From an optimization exercise on the open Yosys and OpenROAD flow, aimed at small area and a short achievable clock period; shortcuts taken in it are not production practice.

==> inputs of run a <==
Design aes_round_core, start of the top module:
module aes_round_core (
	input logic i_clk,
	input logic i_rst,
	input logic i_valid,
	input logic i_decrypt,
	input logic i_skip_mix,
	input aes_gf_pkg::aes_state_t i_state,
	output logic o_valid,
	output aes_gf_pkg::aes_state_t o_state
);
Settings: LEC_CHECK=0, CAP_MARGIN=20, CORE_MARGIN=2, CORE_UTILIZATION=40, SETUP_SLACK_MARGIN=3.0, SLEW_MARGIN=20, SYNTH_HIERARCHICAL=1; clock period 5.5 ns.
run.sh (not shown) runs the stock make flow with config.mk's settings and CLKGATE_MAP_FILE= SYNTH_SCRIPT=/design/flow/synth_recipe.tcl, a recipe that flattens the netlist after the stock synthesis.
==> inputs of run b, as changes to run a <==
==> flow/flow/run.sh (new file) <==
#!/bin/bash
# The standard layout (the standard.sh, all ORFS steps unchanged), except
# that buffer_ports uses buf_1 cells for the input and output port buffers
# instead of the delay buffer it picks by default; repair still resizes them.
set -e
export BUFFER_PORTS_ARGS="-buffer_cell sky130_fd_sc_hd__buf_1"
bash standard.sh > standard.log 2>&1
==> flow/standard.sh (new file) <==
#!/bin/bash
# synth_recipe.tcl (not shown) runs the flow's synth.tcl, then flattens the netlist and writes it again
# the make line also repeats each setting of config.mk as NAME=value (left out here)
make -C /OpenROAD-flow-scripts/flow DESIGN_CONFIG=/design/flow/config.mk WORK_HOME=/design/flow/orfs CLKGATE_MAP_FILE= SYNTH_SCRIPT=/design/flow/synth_recipe.tcl "${@:-finish}"
removed: flow/run.sh
==> summary of the runs <==
- Core utilization: run a is higher than run b (1.4 points).
- Of run a and run b, run b has the higher maximum frequency (gap 0.40%, measured against run b).
- In die area, run b and run a do not differ.
==> figures <==
Outcome: run a no timing/DRC/antenna violations; run b no timing/DRC/antenna violations
Global-route wire length before repair: run a 151000 um; run b 149000 um
Layout-to-synthesis area ratio: run a 1.272x; run b 1.237x
Fraction of layout instances using a drive strength above 1: run a 19.9%; run b 19.4%
Met2 routed WL: run a 47200 um; run b 46400 um
Final-layout clock buffer total: run a 98; run b 89
Number of cells after detailed placement: run a 6036; run b 6033
Slew HR: run a 36.7%; run b 42.4%
Clock-cell share of area: run a 4.29%; run b 4.74%
Combined flip-flop and latch cell area: run a 12100 um2; run b 12100 um2
No run of this note included a check of the RTL's function; only the layout flow was run.

* * *

==> 05-07 <==
==> flow/design.v <==
package aes_gf_pkg;
	typedef logic [8-1:0] gf_byte_t;
	typedef logic [3:0] gf_nibble_t;
	typedef logic [1:0] gf_pair_t;
	typedef logic [(16/4)*8-1:0] aes_column_t;
	typedef logic [16*8-1:0] aes_state_t;
	function automatic gf_pair_t gf2_sq(gf_pair_t a);
		gf2_sq = {a[0], a[1]};
	endfunction
	function automatic gf_pair_t gf2_muls(gf_pair_t a, logic ab, gf_pair_t b, logic cd);
		logic abcd;
		abcd = ~(ab & cd);
		gf2_muls = {~(a[1] & b[1]) ^ abcd, ~(a[0] & b[0]) ^ abcd};
	endfunction
	function automatic gf_pair_t gf2_muls_scl(gf_pair_t a, logic ab, gf_pair_t b, logic cd);
		logic t;
		t = ~(a[0] & b[0]);
		gf2_muls_scl = {~(ab & cd) ^ t, ~(a[1] & b[1]) ^ t};
	endfunction
	function automatic gf_nibble_t gf4_mul(gf_nibble_t x, gf_nibble_t y);
		gf_pair_t ph;
		gf_pair_t pl;
		gf_pair_t p;
		gf_pair_t xs;
		gf_pair_t ys;
		xs = x[3:2] ^ x[1:0];
		ys = y[3:2] ^ y[1:0];
		ph = gf2_muls(x[3:2], x[3] ^ x[2], y[3:2], y[3] ^ y[2]);
		pl = gf2_muls(x[1:0], x[1] ^ x[0], y[1:0], y[1] ^ y[0]);
		p = gf2_muls_scl(xs, xs[1] ^ xs[0], ys, ys[1] ^ ys[0]);
		gf4_mul = {ph ^ p, pl ^ p};
	endfunction
	function automatic gf_nibble_t gf4_sqsc_mul(gf_nibble_t a, gf_nibble_t b);
		gf_pair_t as;
		gf_pair_t bs;
		logic ahi, alo, aall, bhi, blo, ball;
		logic c1, c2, c3;
		gf_nibble_t c;
		as = a[3:2] ^ a[1:0];
		bs = b[3:2] ^ b[1:0];
		ahi = a[3] ^ a[2];
		alo = a[1] ^ a[0];
		aall = as[1] ^ as[0];
		bhi = b[3] ^ b[2];
		blo = b[1] ^ b[0];
		ball = bs[1] ^ bs[0];
		c1 = ~(ahi & bhi);
		c2 = ~(as[0] & bs[0]);
		c3 = ~(aall & ball);
		c[3] = ~(as[0] | bs[0]) ^ ~(a[3] & b[3]) ^ c1 ^ c3;
		c[2] = ~(as[1] | bs[1]) ^ ~(a[2] & b[2]) ^ c1 ^ c2;
		c[1] = ~(alo | blo) ^ ~(a[1] & b[1]) ^ c2 ^ c3;
		c[0] = ~(a[0] | b[0]) ^ ~(alo & blo) ^ ~(as[1] & bs[1]) ^ c2;
		gf4_sqsc_mul = c;
	endfunction
	function automatic gf_nibble_t gf4_inv(gf_nibble_t x);
		gf_pair_t a;
		gf_pair_t b;
		gf_pair_t c;
		gf_pair_t d;
		logic sa;
		logic sb;
		logic sd;
		a = x[3:2];
		b = x[1:0];
		sa = a[1] ^ a[0];
		sb = b[1] ^ b[0];
		c = {~(a[1] | b[1]) ^ ~(sa & sb), ~(sa | sb) ^ ~(a[0] & b[0])};
		d = gf2_sq(c);
		sd = d[1] ^ d[0];
		gf4_inv = {gf2_muls(d, sd, b, sb), gf2_muls(d, sd, a, sa)};
	endfunction
	function automatic gf_byte_t xtime(gf_byte_t b);
		xtime = {b[8-2:0], 1'b0} ^ (8'h1b & {8{b[8-1]}});
	endfunction
	function automatic gf_byte_t mul4(gf_byte_t b);
		mul4 = xtime(xtime(b));
	endfunction
	function automatic gf_byte_t mul8(gf_byte_t b);
		mul8 = xtime(xtime(xtime(b)));
	endfunction
endpackage
package aes_round_pkg;
	typedef struct packed {
		logic valid;
		logic decrypt;
		logic skip_mix;
	} round_ctrl_t;
endpackage
module aes_row_shifter (
	input aes_gf_pkg::aes_state_t i_state,
	output aes_gf_pkg::aes_state_t o_fwd,
	output aes_gf_pkg::aes_state_t o_inv
);
	localparam int ROWS = 16 / 4;
	localparam int COLS = 4;
	localparam int BW = 8;
	always_comb
	begin
		for (int c = 0; c < COLS; c++)
		begin
			for (int r = 0; r < ROWS; r++)
			begin
				o_inv[(16-1-(c*ROWS+r))*BW +: BW] =
					i_state[(16-1-(((c+COLS-r)%COLS)*ROWS+r))*BW +: BW];
				o_fwd[(16-1-(c*ROWS+r))*BW +: BW] =
					i_state[(16-1-(((c+r)%COLS)*ROWS+r))*BW +: BW];
			end
		end
	end
endmodule
module aes_sbox_lane #(
	parameter bit CUT_IN = 1'b0,
	parameter bit CUT_MID = 1'b0,
	parameter bit CUT_INV = 1'b0,
	parameter bit CUT_OUT = 1'b0
) (
	input logic i_clk,
	input logic i_decrypt,
	input aes_gf_pkg::gf_byte_t i_byte_enc,
	input aes_gf_pkg::gf_byte_t i_byte_dec,
	output aes_gf_pkg::gf_byte_t o_byte
);
	logic [9:1] r;
	logic [9:1] s;
	aes_gf_pkg::gf_byte_t e;
	aes_gf_pkg::gf_byte_t x;
	aes_gf_pkg::gf_byte_t in_enc;
	aes_gf_pkg::gf_byte_t in_dec;
	aes_gf_pkg::gf_byte_t in_sel;
	aes_gf_pkg::gf_byte_t in_q;
	logic dec_1;
	aes_gf_pkg::gf_nibble_t a, b, c;
	aes_gf_pkg::gf_nibble_t a_q, b_q, c_q;
	logic dec_2;
	aes_gf_pkg::gf_nibble_t d;
	aes_gf_pkg::gf_byte_t inv;
	aes_gf_pkg::gf_byte_t inv_q;
	logic dec_3;
	logic [10:1] t;
	aes_gf_pkg::gf_byte_t out_enc;
	aes_gf_pkg::gf_byte_t out_dec;
	aes_gf_pkg::gf_byte_t out_sel;
	assign e = i_byte_enc;
	assign x = i_byte_dec;
	assign r[1] = e[7] ^ e[5];
	assign r[3] = e[6] ^ e[0];
	assign r[4] = e[5] ~^ r[3];
	assign r[5] = e[4] ^ r[4];
	assign r[6] = e[3] ^ e[0];
	assign r[2] = e[7] ~^ e[4];
	assign r[7] = e[2] ^ r[1];
	assign r[8] = e[1] ^ r[3];
	assign r[9] = e[3] ^ r[8];
	assign in_enc = {r[7] ~^ r[8], r[5], e[1] ^ r[4], r[1] ~^ r[3],
		e[1] ^ r[2] ^ r[6], ~e[0], r[4], e[2] ~^ r[9]};
	assign s[1] = x[7] ^ x[5];
	assign s[2] = x[7] ~^ x[4];
	assign s[3] = x[6] ^ x[0];
	assign s[4] = x[5] ~^ s[3];
	assign s[5] = x[4] ^ s[4];
	assign s[6] = x[3] ^ x[0];
	assign s[7] = x[2] ^ s[1];
	assign s[8] = x[1] ^ s[3];
	assign s[9] = x[3] ^ s[8];
	assign in_dec = {s[2], x[4] ^ s[8], x[6] ^ x[4], s[9],
		x[6] ~^ s[2], s[7], x[4] ^ s[6], x[1] ^ s[5]};
	assign in_sel = i_decrypt ? ~in_dec : ~in_enc;
	generate
		if (CUT_IN) begin : g_cut_in
			always_ff @(posedge i_clk) begin
				in_q <= in_sel;
				dec_1 <= i_decrypt;
			end
		end else begin : g_pass_in
			assign in_q = in_sel;
			assign dec_1 = i_decrypt;
		end
	endgenerate
	assign a = in_q[7:4];
	assign b = in_q[3:0];
	assign c = aes_gf_pkg::gf4_sqsc_mul(a, b);
	generate
		if (CUT_MID) begin : g_cut_mid
			always_ff @(posedge i_clk) begin
				a_q <= a;
				b_q <= b;
				c_q <= c;
				dec_2 <= dec_1;
			end
		end else begin : g_pass_mid
			assign a_q = a;
			assign b_q = b;
			assign c_q = c;
			assign dec_2 = dec_1;
		end
	endgenerate
	assign d = aes_gf_pkg::gf4_inv(c_q);
	assign inv = {aes_gf_pkg::gf4_mul(d, b_q), aes_gf_pkg::gf4_mul(d, a_q)};
	generate
		if (CUT_INV) begin : g_cut_inv
			always_ff @(posedge i_clk) begin
				inv_q <= inv;
				dec_3 <= dec_2;
			end
		end else begin : g_pass_inv
			assign inv_q = inv;
			assign dec_3 = dec_2;
		end
	endgenerate
	assign t[1] = inv_q[7] ^ inv_q[3];
	assign t[2] = inv_q[6] ^ inv_q[4];
	assign t[3] = inv_q[6] ^ inv_q[0];
	assign t[4] = inv_q[5] ~^ inv_q[3];
	assign t[5] = inv_q[5] ~^ t[1];
	assign t[6] = inv_q[5] ~^ inv_q[1];
	assign t[7] = inv_q[4] ~^ t[6];
	assign t[8] = inv_q[2] ^ t[4];
	assign t[9] = inv_q[1] ^ t[2];
	assign t[10] = t[3] ^ t[5];
	assign out_enc = {t[4], t[1], t[3], t[5], t[2] ^ t[5], t[3] ^ t[8], t[7], t[9]};
	assign out_dec = {inv_q[4] ~^ inv_q[1], inv_q[1] ^ t[10], inv_q[2] ^ t[10], inv_q[6] ~^ inv_q[1],
		t[8] ^ t[9], inv_q[7] ~^ t[7], t[6], ~inv_q[2]};
	assign out_sel = dec_3 ? ~out_dec : ~out_enc;
	generate
		if (CUT_OUT) begin : g_cut_out
			always_ff @(posedge i_clk)
				o_byte <= out_sel;
		end else begin : g_pass_out
			assign o_byte = out_sel;
		end
	endgenerate
endmodule
module aes_column_mixer (
	input logic i_decrypt,
	input logic i_skip_mix,
	input aes_gf_pkg::aes_state_t i_bytes,
	output aes_gf_pkg::aes_state_t o_state
);
	localparam int ROWS = 16 / 4;
	localparam int BW = 8;
	always_comb
	begin
		aes_gf_pkg::gf_byte_t s [ROWS];
		aes_gf_pkg::gf_byte_t p [ROWS];
		aes_gf_pkg::gf_byte_t w [2];
		aes_gf_pkg::gf_byte_t t;
		aes_gf_pkg::gf_byte_t t8;
		aes_gf_pkg::gf_byte_t g;
		for (int c = 0; c < 4; c++)
		begin
			for (int r = 0; r < ROWS; r++)
				s[r] = i_bytes[(16-1-(c*ROWS+r))*BW +: BW];
			for (int r = 0; r < ROWS; r++)
				p[r] = s[r] ^ s[(r + 1) % ROWS];
			t = p[0] ^ p[2];
			t8 = aes_gf_pkg::mul8(t);
			w[0] = aes_gf_pkg::mul4(s[0] ^ s[2]) ^ t8;
			w[1] = aes_gf_pkg::mul4(s[1] ^ s[3]) ^ t8;
			for (int r = 0; r < ROWS; r++)
			begin
				g = t ^ aes_gf_pkg::xtime(p[r]) ^ ({BW{i_decrypt}} & w[r % 2]);
				o_state[(16-1-(c*ROWS+r))*BW +: BW] = s[r] ^ ({BW{~i_skip_mix}} & g);
			end
		end
	end
endmodule
module aes_round_core (
	input logic i_clk,
	input logic i_rst,
	input logic i_valid,
	input logic i_decrypt,
	input logic i_skip_mix,
	input aes_gf_pkg::aes_state_t i_state,
	output logic o_valid,
	output aes_gf_pkg::aes_state_t o_state
);
	localparam int BW = 8;
	localparam bit CUT_IN0 = 1'b0;
	localparam bit CUT_IN = 1'b1;
	localparam bit CUT_MID = 1'b1;
	localparam bit CUT_INV = 1'b1;
	localparam bit CUT_OUT = 1'b0;
	localparam int N_SB = int'(CUT_IN) + int'(CUT_MID) + int'(CUT_INV) + int'(CUT_OUT);
	aes_gf_pkg::aes_state_t state_0;
	aes_round_pkg::round_ctrl_t ctrl_0;
	generate
		if (CUT_IN0) begin : g_cut_in0
			always_ff @(posedge i_clk) begin
				state_0 <= i_state;
				ctrl_0.decrypt <= i_decrypt;
				ctrl_0.skip_mix <= i_skip_mix;
				if (i_rst)
					ctrl_0.valid <= 1'b0;
				else
					ctrl_0.valid <= i_valid;
			end
		end else begin : g_pass_in0
			assign state_0 = i_state;
			assign ctrl_0.decrypt = i_decrypt;
			assign ctrl_0.skip_mix = i_skip_mix;
			assign ctrl_0.valid = i_valid & ~i_rst;
		end
	endgenerate
	aes_gf_pkg::aes_state_t src_fwd;
	aes_gf_pkg::aes_state_t src_inv;
	aes_gf_pkg::aes_state_t lane_bytes;
	aes_row_shifter u_shifter (
		.i_state(state_0),
		.o_fwd(src_fwd),
		.o_inv(src_inv)
	);
	for (genvar k = 0; k < 16; k++)
	begin : g_lane
		aes_sbox_lane #(
			.CUT_IN(CUT_IN),
			.CUT_MID(CUT_MID),
			.CUT_INV(CUT_INV),
			.CUT_OUT(CUT_OUT)
		) u_lane (
			.i_clk(i_clk),
			.i_decrypt(ctrl_0.decrypt),
			.i_byte_enc(src_fwd[(16-1-k)*BW +: BW]),
			.i_byte_dec(src_inv[(16-1-k)*BW +: BW]),
			.o_byte(lane_bytes[(16-1-k)*BW +: BW])
		);
	end
	aes_round_pkg::round_ctrl_t ctrl_d [N_SB+1];
	assign ctrl_d[0] = ctrl_0;
	for (genvar i = 0; i < N_SB; i++)
	begin : g_ctrl
		always_ff @(posedge i_clk) begin
			ctrl_d[i+1].decrypt <= ctrl_d[i].decrypt;
			ctrl_d[i+1].skip_mix <= ctrl_d[i].skip_mix;
			if (i_rst)
				ctrl_d[i+1].valid <= 1'b0;
			else
				ctrl_d[i+1].valid <= ctrl_d[i].valid;
		end
	end
	aes_gf_pkg::aes_state_t mixed;
	aes_column_mixer u_mixer (
		.i_decrypt(ctrl_d[N_SB].decrypt),
		.i_skip_mix(ctrl_d[N_SB].skip_mix),
		.i_bytes(lane_bytes),
		.o_state(mixed)
	);
	always_ff @(posedge i_clk)
	begin
		o_state <= mixed;
		if (i_rst)
			o_valid <= 1'b0;
		else
			o_valid <= ctrl_d[N_SB].valid;
	end
endmodule
==> flow/run.sh <==
#!/bin/bash
# synth_recipe.tcl (not shown) runs the flow's synth.tcl, then flattens the netlist and writes it again
# the make line also repeats each setting of config.mk as NAME=value (left out here)
make -C /OpenROAD-flow-scripts/flow DESIGN_CONFIG=/design/flow/config.mk WORK_HOME=/design/flow/orfs CLKGATE_MAP_FILE= SYNTH_SCRIPT=/design/flow/synth_recipe.tcl finish
==> flow/config.mk <==
export PLATFORM = sky130hd
export DESIGN_NAME = aes_round_core
export DESIGN_NICKNAME = aes_round_core
export VERILOG_FILES = /design/flow/design.v
export SDC_FILE = /design/flow/constraint.sdc
export NUM_CORES = 4
export LEC_CHECK = 0
export CAP_MARGIN = 20
export CORE_MARGIN = 2
export CORE_UTILIZATION = 40
export SETUP_SLACK_MARGIN = 3.0
export SLEW_MARGIN = 20
==> flow/constraint.sdc <==
create_clock -name core_clock -period 5.5 [get_ports {i_clk}]
set_input_delay 1.1000 -clock core_clock [delete_from_list [all_inputs] [get_ports {i_clk}]]
set_output_delay 1.1000 -clock core_clock [all_outputs]
set_load 0.01 [all_outputs]
==> 04-05: changes against 05-07 <==
==> flow/design.v, changed modules only <==
module aes_sbox_lane #(
	parameter bit CUT_IN = 1'b0,
	parameter bit CUT_MID = 1'b0,
	parameter bit CUT_D = 1'b0,
	parameter bit CUT_INV = 1'b0,
	parameter bit CUT_OUT = 1'b0
) (
	input logic i_clk,
	input logic i_decrypt,
	input aes_gf_pkg::gf_byte_t i_byte_enc,
	input aes_gf_pkg::gf_byte_t i_byte_dec,
	output aes_gf_pkg::gf_byte_t o_byte
);
	logic [9:1] r;
	logic [9:1] s;
	aes_gf_pkg::gf_byte_t e;
	aes_gf_pkg::gf_byte_t x;
	aes_gf_pkg::gf_byte_t in_enc;
	aes_gf_pkg::gf_byte_t in_dec;
	aes_gf_pkg::gf_byte_t in_sel;
	aes_gf_pkg::gf_byte_t in_q;
	logic dec_1;
	aes_gf_pkg::gf_nibble_t a, b, c;
	aes_gf_pkg::gf_nibble_t a_q, b_q, c_q;
	logic dec_2;
	aes_gf_pkg::gf_nibble_t d;
	aes_gf_pkg::gf_nibble_t a_r, b_r, d_r;
	logic dec_2r;
	aes_gf_pkg::gf_byte_t inv;
	aes_gf_pkg::gf_byte_t inv_q;
	logic dec_3;
	logic [10:1] t;
	aes_gf_pkg::gf_byte_t out_enc;
	aes_gf_pkg::gf_byte_t out_dec;
	aes_gf_pkg::gf_byte_t out_sel;
	assign e = i_byte_enc;
	assign x = i_byte_dec;
	assign r[1] = e[7] ^ e[5];
	assign r[3] = e[6] ^ e[0];
	assign r[4] = e[5] ~^ r[3];
	assign r[5] = e[4] ^ r[4];
	assign r[6] = e[3] ^ e[0];
	assign r[2] = e[7] ~^ e[4];
	assign r[7] = e[2] ^ r[1];
	assign r[8] = e[1] ^ r[3];
	assign r[9] = e[3] ^ r[8];
	assign in_enc = {r[7] ~^ r[8], r[5], e[1] ^ r[4], r[1] ~^ r[3],
		e[1] ^ r[2] ^ r[6], ~e[0], r[4], e[2] ~^ r[9]};
	assign s[1] = x[7] ^ x[5];
	assign s[2] = x[7] ~^ x[4];
	assign s[3] = x[6] ^ x[0];
	assign s[4] = x[5] ~^ s[3];
	assign s[5] = x[4] ^ s[4];
	assign s[6] = x[3] ^ x[0];
	assign s[7] = x[2] ^ s[1];
	assign s[8] = x[1] ^ s[3];
	assign s[9] = x[3] ^ s[8];
	assign in_dec = {s[2], x[4] ^ s[8], x[6] ^ x[4], s[9],
		x[6] ~^ s[2], s[7], x[4] ^ s[6], x[1] ^ s[5]};
	assign in_sel = i_decrypt ? ~in_dec : ~in_enc;
	generate
		if (CUT_IN) begin : g_cut_in
			always_ff @(posedge i_clk) begin
				in_q <= in_sel;
				dec_1 <= i_decrypt;
			end
		end else begin : g_pass_in
			assign in_q = in_sel;
			assign dec_1 = i_decrypt;
		end
	endgenerate
	assign a = in_q[7:4];
	assign b = in_q[3:0];
	assign c = aes_gf_pkg::gf4_sqsc_mul(a, b);
	generate
		if (CUT_MID) begin : g_cut_mid
			always_ff @(posedge i_clk) begin
				a_q <= a;
				b_q <= b;
				c_q <= c;
				dec_2 <= dec_1;
			end
		end else begin : g_pass_mid
			assign a_q = a;
			assign b_q = b;
			assign c_q = c;
			assign dec_2 = dec_1;
		end
	endgenerate
	assign d = aes_gf_pkg::gf4_inv(c_q);
	generate
		if (CUT_D) begin : g_cut_d
			always_ff @(posedge i_clk) begin
				a_r <= a_q;
				b_r <= b_q;
				d_r <= d;
				dec_2r <= dec_2;
			end
		end else begin : g_pass_d
			assign a_r = a_q;
			assign b_r = b_q;
			assign d_r = d;
			assign dec_2r = dec_2;
		end
	endgenerate
	assign inv = {aes_gf_pkg::gf4_mul(d_r, b_r), aes_gf_pkg::gf4_mul(d_r, a_r)};
	generate
		if (CUT_INV) begin : g_cut_inv
			always_ff @(posedge i_clk) begin
				inv_q <= inv;
				dec_3 <= dec_2r;
			end
		end else begin : g_pass_inv
			assign inv_q = inv;
			assign dec_3 = dec_2r;
		end
	endgenerate
	assign t[1] = inv_q[7] ^ inv_q[3];
	assign t[2] = inv_q[6] ^ inv_q[4];
	assign t[3] = inv_q[6] ^ inv_q[0];
	assign t[4] = inv_q[5] ~^ inv_q[3];
	assign t[5] = inv_q[5] ~^ t[1];
	assign t[6] = inv_q[5] ~^ inv_q[1];
	assign t[7] = inv_q[4] ~^ t[6];
	assign t[8] = inv_q[2] ^ t[4];
	assign t[9] = inv_q[1] ^ t[2];
	assign t[10] = t[3] ^ t[5];
	assign out_enc = {t[4], t[1], t[3], t[5], t[2] ^ t[5], t[3] ^ t[8], t[7], t[9]};
	assign out_dec = {inv_q[4] ~^ inv_q[1], inv_q[1] ^ t[10], inv_q[2] ^ t[10], inv_q[6] ~^ inv_q[1],
		t[8] ^ t[9], inv_q[7] ~^ t[7], t[6], ~inv_q[2]};
	assign out_sel = dec_3 ? ~out_dec : ~out_enc;
	generate
		if (CUT_OUT) begin : g_cut_out
			always_ff @(posedge i_clk)
				o_byte <= out_sel;
		end else begin : g_pass_out
			assign o_byte = out_sel;
		end
	endgenerate
endmodule
module aes_round_core (
	input logic i_clk,
	input logic i_rst,
	input logic i_valid,
	input logic i_decrypt,
	input logic i_skip_mix,
	input aes_gf_pkg::aes_state_t i_state,
	output logic o_valid,
	output aes_gf_pkg::aes_state_t o_state
);
	localparam int BW = 8;
	localparam bit CUT_IN0 = 1'b0;
	localparam bit CUT_IN = 1'b1;
	localparam bit CUT_MID = 1'b1;
	localparam bit CUT_D = 1'b0;
	localparam bit CUT_INV = 1'b1;
	localparam bit CUT_OUT = 1'b1;
	localparam int N_SB = int'(CUT_IN) + int'(CUT_MID) + int'(CUT_D) + int'(CUT_INV) + int'(CUT_OUT);
	aes_gf_pkg::aes_state_t state_0;
	aes_round_pkg::round_ctrl_t ctrl_0;
	generate
		if (CUT_IN0) begin : g_cut_in0
			always_ff @(posedge i_clk) begin
				state_0 <= i_state;
				ctrl_0.decrypt <= i_decrypt;
				ctrl_0.skip_mix <= i_skip_mix;
				if (i_rst)
					ctrl_0.valid <= 1'b0;
				else
					ctrl_0.valid <= i_valid;
			end
		end else begin : g_pass_in0
			assign state_0 = i_state;
			assign ctrl_0.decrypt = i_decrypt;
			assign ctrl_0.skip_mix = i_skip_mix;
			assign ctrl_0.valid = i_valid & ~i_rst;
		end
	endgenerate
	aes_gf_pkg::aes_state_t src_fwd;
	aes_gf_pkg::aes_state_t src_inv;
	aes_gf_pkg::aes_state_t lane_bytes;
	aes_row_shifter u_shifter (
		.i_state(state_0),
		.o_fwd(src_fwd),
		.o_inv(src_inv)
	);
	for (genvar k = 0; k < 16; k++)
	begin : g_lane
		aes_sbox_lane #(
			.CUT_IN(CUT_IN),
			.CUT_MID(CUT_MID),
			.CUT_D(CUT_D),
			.CUT_INV(CUT_INV),
			.CUT_OUT(CUT_OUT)
		) u_lane (
			.i_clk(i_clk),
			.i_decrypt(ctrl_0.decrypt),
			.i_byte_enc(src_fwd[(16-1-k)*BW +: BW]),
			.i_byte_dec(src_inv[(16-1-k)*BW +: BW]),
			.o_byte(lane_bytes[(16-1-k)*BW +: BW])
		);
	end
	logic [N_SB:0] valid_d;
	logic [N_SB:0] dec_d;
	logic [N_SB:0] skip_d;
	assign valid_d[0] = ctrl_0.valid;
	assign dec_d[0] = ctrl_0.decrypt;
	assign skip_d[0] = ctrl_0.skip_mix;
	for (genvar i = 0; i < N_SB; i++)
	begin : g_ctrl
		always_ff @(posedge i_clk) begin
			dec_d[i+1] <= dec_d[i];
			skip_d[i+1] <= skip_d[i];
			if (i_rst)
				valid_d[i+1] <= 1'b0;
			else
				valid_d[i+1] <= valid_d[i];
		end
	end
	aes_gf_pkg::aes_state_t mixed;
	aes_column_mixer u_mixer (
		.i_decrypt(dec_d[N_SB]),
		.i_skip_mix(skip_d[N_SB]),
		.i_bytes(lane_bytes),
		.o_state(mixed)
	);
	always_ff @(posedge i_clk)
	begin
		o_state <= mixed;
		if (i_rst)
			o_valid <= 1'b0;
		else
			o_valid <= valid_d[N_SB];
	end
endmodule
- SETUP_SLACK_MARGIN: 3.0 -> 3.2
==> 12-19: changes against 05-07 <==
--- a/flow/design.v
+++ b/flow/design.v
@@ -277,7 +277,7 @@
 );
 	localparam int BW = 8;
 	localparam bit CUT_IN0 = 1'b0;
-	localparam bit CUT_IN = 1'b1;
+	localparam bit CUT_IN = 1'b0;
 	localparam bit CUT_MID = 1'b1;
 	localparam bit CUT_INV = 1'b1;
 	localparam bit CUT_OUT = 1'b0;
- SETUP_SLACK_MARGIN: 3.0 -> 3.2
==> summary of the runs <==
Cell count: 05-07 < 12-19 < 04-05. In 05-07 the global-route usage is lower than in 12-19, by 2.7 points. Synthesized cell count: 04-05 > 12-19 > 05-07. Hold slack, highest first: 12-19, 05-07, 04-05. Register-to-register slack, lowest first: 05-07, 04-05, 12-19. Sequential share of layout area, highest first: 05-07, 04-05, 12-19. The highest wire length belongs to 04-05, the lowest to 05-07. Against 05-07, the critical path depth of 12-19 is higher by 8. Against 04-05, the fmax of 12-19 is smaller by about 17%.
No functional check of the RTL was part of any run of this note.

==> re-timing with driven ports <==
The flow's constraints put no driver on any port. The routed layouts listed below were extracted and timed again, unchanged, in two steps.
Step 1 assumes that a clkbuf_16 drives the clock port and a buf_2 every other input.
Step 2 also shifts input and output timing later by t, the mid clock arrival at the registers, as if the neighbouring blocks saw the same clock.
a / b / c = ideal / step 1 / step 2; a / b = the first two.
| run | t, ns | slack for setup (ns) | worst setup path after step 2 |
|---|---|---|---|
| run a | 0.686 | 3.021 / 2.990 / 2.417 | input to register |
| run b | 0.702 | 3.031 / 2.958 / 2.618 | input to register |
| 05-07 | 0.678 | 3.079 / 3.013 / 2.493 | input to register |
| 04-05 | 0.737 | 3.238 / 3.162 / 2.552 | input to register |
| 12-19 | 0.708 | 2.787 / 2.636 / 1.928 | input to register |
After both steps every run listed still meets setup and hold. The setup slack of 12-19, which loses most, moves by -0.151 ns with the drivers and by -0.859 ns with both steps.
